This design comes from an exercise in tuning for small area, a short achievable clock period and few clock cycles per item on the open sky130 flow, not from production work. In this exercise RTL edits were held to simulation tests only and were not proved equivalent to the original.

**config.mk**
```make
export PLATFORM = sky130hd
export DESIGN_NAME = series_eval_engine
export DESIGN_NICKNAME = series_eval_engine
export VERILOG_FILES = /design/flow/design.v
export SDC_FILE = /design/flow/constraint.sdc
export NUM_CORES = 4
export LEC_CHECK = 0
export CAP_MARGIN = 20
export CORE_MARGIN = 2
export CORE_UTILIZATION = 40
export SLEW_MARGIN = 20
```
**constraint.sdc**
```tcl
create_clock -name core_clock -period 11.0 [get_ports {clk}]
set_input_delay 2.2000 -clock core_clock [delete_from_list [all_inputs] [get_ports {clk}]]
set_output_delay 2.2000 -clock core_clock [all_outputs]
set_load 0.01 [all_outputs]
```
**design.v**
```verilog
module series_eval_engine #(
    parameter int WIDTH = 16,
    parameter int TERMS = 4
) (
    input  logic             clk,
    input  logic             rst,
    input  logic             start,
    input  logic [WIDTH-1:0] x,
    input  logic             coef_wr,
    input  logic [2:0]       coef_addr,
    input  logic [WIDTH-1:0] coef_data,
    output logic             busy,
    output logic             done,
    output logic [WIDTH-1:0] result,
    output logic             ovf
);
    localparam int KW = (TERMS > 1) ? $clog2(TERMS) : 1;
    typedef enum logic [1:0] {
        IDLE = 2'd0,
        SQR  = 2'd1,
        ACC  = 2'd2,
        DONE = 2'd3
    } state_t;
    state_t                  state_q, state_d;
    logic signed [WIDTH-1:0] xr_q, xr_d;
    logic signed [WIDTH-1:0] x2_q, x2_d;
    logic signed [WIDTH-1:0] pw_q, pw_d;
    logic signed [WIDTH-1:0] acc_q, acc_d;
    logic signed [WIDTH-1:0] result_q, result_d;
    logic                    ovf_q, ovf_d;
    logic [KW-1:0]           k_q, k_d;
    logic signed [WIDTH-1:0] c_q [TERMS];
    logic signed [WIDTH-1:0] c_d [TERMS];
    logic signed [WIDTH-1:0] term;
    logic signed [WIDTH:0]   sum_w;
    logic                    sum_ovf;
    logic signed [WIDTH-1:0] acc_step;
    logic                    last_term;
    function automatic logic signed [WIDTH-1:0] fx_mul(
        input logic signed [WIDTH-1:0] a,
        input logic signed [WIDTH-1:0] b
    );
        logic signed [2*WIDTH-1:0] p;
        p = a * b;
        p = p >>> (WIDTH - 1);
        fx_mul = p[WIDTH-1:0];
    endfunction
    always_comb begin
        term      = fx_mul(c_q[k_q], pw_q);
        if (k_q[0]) begin
            sum_w = {acc_q[WIDTH-1], acc_q} - {term[WIDTH-1], term};
        end else begin
            sum_w = {acc_q[WIDTH-1], acc_q} + {term[WIDTH-1], term};
        end
        sum_ovf   = sum_w[WIDTH] ^ sum_w[WIDTH-1];
        last_term = (k_q == KW'(TERMS - 1));
        acc_step = sum_w[WIDTH-1:0];
    end
    always_comb begin
        state_d  = state_q;
        xr_d     = xr_q;
        x2_d     = x2_q;
        pw_d     = pw_q;
        acc_d    = acc_q;
        result_d = result_q;
        ovf_d    = ovf_q;
        k_d      = k_q;
        case (state_q)
            IDLE: begin
                if (start) begin
                    xr_d    = x;
                    acc_d   = '0;
                    ovf_d   = 1'b0;
                    k_d     = '0;
                    state_d = SQR;
                end
            end
            SQR: begin
                x2_d    = fx_mul(xr_q, xr_q);
                pw_d    = xr_q;
                state_d = ACC;
            end
            ACC: begin
                acc_d = acc_step;
                if (sum_ovf) begin
                    ovf_d = 1'b1;
                end
                pw_d = fx_mul(pw_q, x2_q);
                k_d  = k_q + 1'b1;
                if (last_term) begin
                    result_d = acc_step;
                    state_d  = DONE;
                end
            end
            DONE: begin
                state_d = IDLE;
            end
            default: state_d = IDLE;
        endcase
    end
    always_comb begin
        for (int i = 0; i < TERMS; i++) begin
            c_d[i] = c_q[i];
            if (coef_wr && (state_q == IDLE) && (int'(coef_addr) == i)) begin
                c_d[i] = coef_data;
            end
        end
    end
    always_ff @(posedge clk or posedge rst) begin
        if (rst) begin
            state_q  <= IDLE;
            xr_q     <= '0;
            x2_q     <= '0;
            pw_q     <= '0;
            acc_q    <= '0;
            result_q <= '0;
            ovf_q    <= 1'b0;
            k_q      <= '0;
            for (int i = 0; i < TERMS; i++) begin
                c_q[i] <= '0;
            end
        end else begin
            state_q  <= state_d;
            xr_q     <= xr_d;
            x2_q     <= x2_d;
            pw_q     <= pw_d;
            acc_q    <= acc_d;
            result_q <= result_d;
            ovf_q    <= ovf_d;
            k_q      <= k_d;
            for (int i = 0; i < TERMS; i++) begin
                c_q[i] <= c_d[i];
            end
        end
    end
    assign busy   = (state_q != IDLE);
    assign done   = (state_q == DONE);
    assign result = result_q;
    assign ovf    = ovf_q;
endmodule
```
**run.sh**
```bash
#!/bin/bash
# synth_recipe.tcl (not shown) runs the flow's synth.tcl, then flattens the netlist and writes it again
# the make line also repeats each setting of config.mk as NAME=value (left out here)
make -C /OpenROAD-flow-scripts/flow DESIGN_CONFIG=/design/flow/config.mk WORK_HOME=/design/flow/orfs CLKGATE_MAP_FILE= SYNTH_SCRIPT=/design/flow/synth_recipe.tcl finish
```
==> metrics list <==
* Result of the run: no timing/DRC/antenna violations
- Broken down by cell family, the worst path's largest delay share belongs to adder cells.
- Worst reg2reg setup slack: 700 ps
- For this run the aggregate overflow at the end of global routing stands at 0.
- Class of the worst hold path: flip-flop to flip-flop
* Final setup violation count: 0
- Final Hold Fails: 0
- WS Path Type: flip-flop to flip-flop
* Library cell used as clock root buffer: sky130_fd_sc_hd__clkbuf_16
- The worst register-to-register path begins at k_q[0]$_DFFE_PP0P_.
* Via count of the routed design: 23300
* Period Utilization, post-route: 0.937
- Routed wire per std cell: 16.9 µm
- Die extent in y: 297 µm
- For this configuration, the core starts out at a cell density of 0.403.
* Critical path's slowest cell: sky130_fd_sc_hd__ha_1
* # Post-CTS Setup Buffers: 0
- Number of diodes added for antenna fixing: 0
- Of the cells placed in the final design, the portion with a size suffix greater than 1 is 0.0607.
- In this run, the number of DRC markers left after iteration 0 of detailed routing was 1321.
- Top cell type's share of synthesized area: 0.434
* Part of the Yosys area used for sequential elements: 0.109
- Clock sinks: 149
* Hold path start: acc_q[0]$_DFFE_PP0P_
- Among all flip-flop cells after synthesis, the most frequent one is sky130_fd_sc_hd__dfrtp_1.
- For this run, asynchronously set or reset flops after synthesis account for 1.00.
- Syn. warnings: 3
- Data arrives at the worst endpoint at 10680 ps.
* Vias in the first global route: 25200
- Sort of element at the end of the critical path: flip-flop
* Maximum level of the CTS H-tree: 4
* Number of maximum-capacitance violations: 0
- Core Footprint: 85000 µm²
* Max-slew violations: 0
- Antenna violations before repair: 0
* Total die area: 88000 µm²
* Layout overhead on the synthesized area: 7.23%
- EDFF count, synth: 0
- Pin count of the biggest net entering global routing: 81
- Hold-fix buffers, CTS: 0
* Total half-perimeter wirelength after legalization and detailed placement: 64700 µm
- CTS buffer count: 17
- Based on the critical path, the design can be clocked at up to 0.0971 GHz.
* Width of the die: 297 µm
- Clock-pin slew on the worst setup and hold paths: 70 ps
* Element type at the critical path start: flip-flop
- Counting every net in the synthesized netlist gives 4619.
- The synthesized netlist contains 74 unique library cells.
- In this run the cell area of the synthesized design comes to 34300 µm².
* Clock tree from TritonCTS: done
- Cell count of the worst hold path: 2
- Clock latency on the worst-skew pair: 460 ps
- Data on the critical path is required at its endpoint by 11380 ps.
- Final setup skew: 17.8 ps
- After the last flow step, the layout net total stands at 4610.
- The placed instances occupy a cell area of 36200 µm².
* WHS Endpoint: acc_q[0]$_DFFE_PP0P_
* Top cell type by total area after synthesis: sky130_fd_sc_hd__fa_1
- By area the synthesized netlist is led by sky130_fd_sc_hd__fa_1 43%, sky130_fd_sc_hd__dfrtp_1 11%, sky130_fd_sc_hd__inv_1 9.8%.
- No sink is reached through more buffers than the 2 on the longest clock path.
- Setup repair after global routing missed its margin: false
- Number of synthesized register bits: 149
- A synthesized cell averages 9.59 µm².
- In this run the tool buffered the top-level ports with 57 buffer cells.
- The first global-routing pass estimated 135000 µm of wire.
- In this run the core area contains 107 standard-cell rows.
* Total iterations of the first detailed-routing run: 5
* Final critical path time including I/O delays and setup: 10300 ps
- Design area: 36700 µm²
- Global router's overall resource usage: 0.191
- Number of nets with antenna violations after routing: 0
- Crit path buf inv count: 5
- After detailed routing, the number of remaining DRC violations is 0.
- Worst slew margin relative to its limit: 0.231
- Wires add up to 79600 µm.
* Cells resized by post-CTS repair: 0
- The critical path starts at k_q[0]$_DFFE_PP0P_.
- Transition time at the pin with the least slew margin: 1150 ps
- The endpoint identified for the worst register-to-register timing path is ovf_q$_DFFE_PP0P_.
* Number of ports placed on the die boundary: 58
* Cell count of the worst reg-to-reg path: 37
* Setup_tns: 0 ps
- After detailed routing, the number of vias per cell comes to 4.93.
- Gpl congestion: 0.866
- Mapped Cells: 3574
- Maximum fanout along the worst path: 18
- On the worst path, the slowest cell contributes a delay of 680 ps.
## layer usage
layer | global-route usage | up-vias | share of wire
met1 | 0.271 | 12000 | 0.46
met3 | 0.0184 | 90 | 0.045
met2 | 0.316 | 518 | 0.48
met4 | 0.0445 | 0 | 0.019
met5 | 0 | - | 0
li1 | - | 10600 | -
## sequential cells by signal, indices dropped and copies added, names as in the netlist, 2 cells and up
name and cells:
pw_q 16, k_q 2, xr_q 16, state_q 2
c_q 64, x2_q 16, result_q 16, acc_q 16
## tightest hold or removal path: stages (launching register included)
cell and delay [ps]:
sky130_fd_sc_hd__dfrtp_1 350, sky130_fd_sc_hd__nand2_1 50, sky130_fd_sc_hd__o31ai_1 60
## metrics by stage
| stage | worst slack, ps | utilization | hold slack, ps | cells |
|---|---|---|---|---|
| final | 698 | 0.432 | 492 | 4721 |
| after global routing | 56.7 | 0.432 | 518 | 4721 |
| after CTS | 642 | 0.432 | 498 | 4721 |
| after detailed placement | 695 | 0.425 | 476 | 4690 |
| after global placement | 957 | 0.425 | 465 | 4690 |
| after floorplan | 1460 | - | 449 | 3574 |
## how the worst max path moves through the flow
stage / slack (ps) / endpoint / depth (start not counted)
2_1_floorplan: 1460 / ovf_q$_DFFE_PP0P_ / 39
3_3_place_gp: 960 / ovf_q$_DFFE_PP0P_ / 37
3_5_place_dp: 700 / ovf_q$_DFFE_PP0P_ / 37
4_1_cts: 640 / ovf_q$_DFFE_PP0P_ / 37
5_1_grt: 60 / ovf_q$_DFFE_PP0P_ / 37
6_report: 700 / ovf_q$_DFFE_PP0P_ / 37
## area by class of cell
cell class | instances | area (µm²)
fillers | 8291 | 48300
multi-input cells | 2381 | 26600
flip-flops and latches | 149 | 3730
inverters | 900 | 3380
well taps | 1144 | 1430
repair buffers | 116 | 1020
clock buffers | 17 | 425
clock inverters | 14 | 140
## layout by cell type, fill, tap and decap left out, types with 58 or more instances in the layout
cell type / netlist / final
sky130_fd_sc_hd__fa_1: 743 / 743
sky130_fd_sc_hd__ha_1: 263 / 262
sky130_fd_sc_hd__buf_4: 0 / 58
sky130_fd_sc_hd__a21oi_1: 68 / 68
sky130_fd_sc_hd__and2_1: 261 / 261
sky130_fd_sc_hd__nor2_1: 86 / 86
sky130_fd_sc_hd__mux2_2: 93 / 93
sky130_fd_sc_hd__xnor2_1: 78 / 78
sky130_fd_sc_hd__inv_1: 899 / 898
sky130_fd_sc_hd__nand2_1: 403 / 403
sky130_fd_sc_hd__dfrtp_1: 149 / 149
## cells by family after synthesis
family / Yosys count / synth area share
simple gates: 880 / 0.125
fa+ha+maj: 1006 / 0.530
buf+inv: 1044 / 0.115
xor+xnor: 112 / 0.0294
mux: 118 / 0.0379
flops: 149 / 0.109
compound gates: 265 / 0.0543
## synthesized netlist by cell type, types with 14 or more instances
cell                       count
sky130_fd_sc_hd__a211oi_1     14
sky130_fd_sc_hd__a21o_1       22
sky130_fd_sc_hd__a21oi_1      68
sky130_fd_sc_hd__a222oi_1     14
sky130_fd_sc_hd__and2_1      261
sky130_fd_sc_hd__clkbuf_1    136
sky130_fd_sc_hd__dfrtp_1     149
sky130_fd_sc_hd__fa_1        743
sky130_fd_sc_hd__ha_1        263
sky130_fd_sc_hd__inv_1       899
sky130_fd_sc_hd__mux2_2       93
sky130_fd_sc_hd__mux2i_1      25
sky130_fd_sc_hd__nand2_1     403
sky130_fd_sc_hd__nand2b_1     29
sky130_fd_sc_hd__nand3_1      20
sky130_fd_sc_hd__nor2_1       86
sky130_fd_sc_hd__nor3_1       16
sky130_fd_sc_hd__o21ai_0      49
sky130_fd_sc_hd__xnor2_1      78
sky130_fd_sc_hd__xor2_1       32
Testbench counts, summed over its fixed seeds: cycles 10,880, items 1,536.

==> afterwards: timing with drivers on the ports <==
How much do the figures lean on ideal ports? The routed layout below was timed once more, with nothing changed but the port constraints. Step 1, drivers: a clkbuf_16 drives clk and a buf_2 each remaining input, both assumed. Step 2 also shifts input and output timing later by t, the mid clock arrival at the registers, as if the neighbouring blocks saw the same clock. a / b / c = ideal / step 1 / step 2; a / b = the first two.
t, ns: 0.505
slack for setup (ns): 0.698 / 0.698 / 0.698
worst setup path at the end: register to register
clock arrival spread, ns: 0.020 / 0.020
After both steps this run still meets setup and hold. For this run, drivers alone change the setup slack by 0.000 ns; drivers and shift together by 0.000 ns.
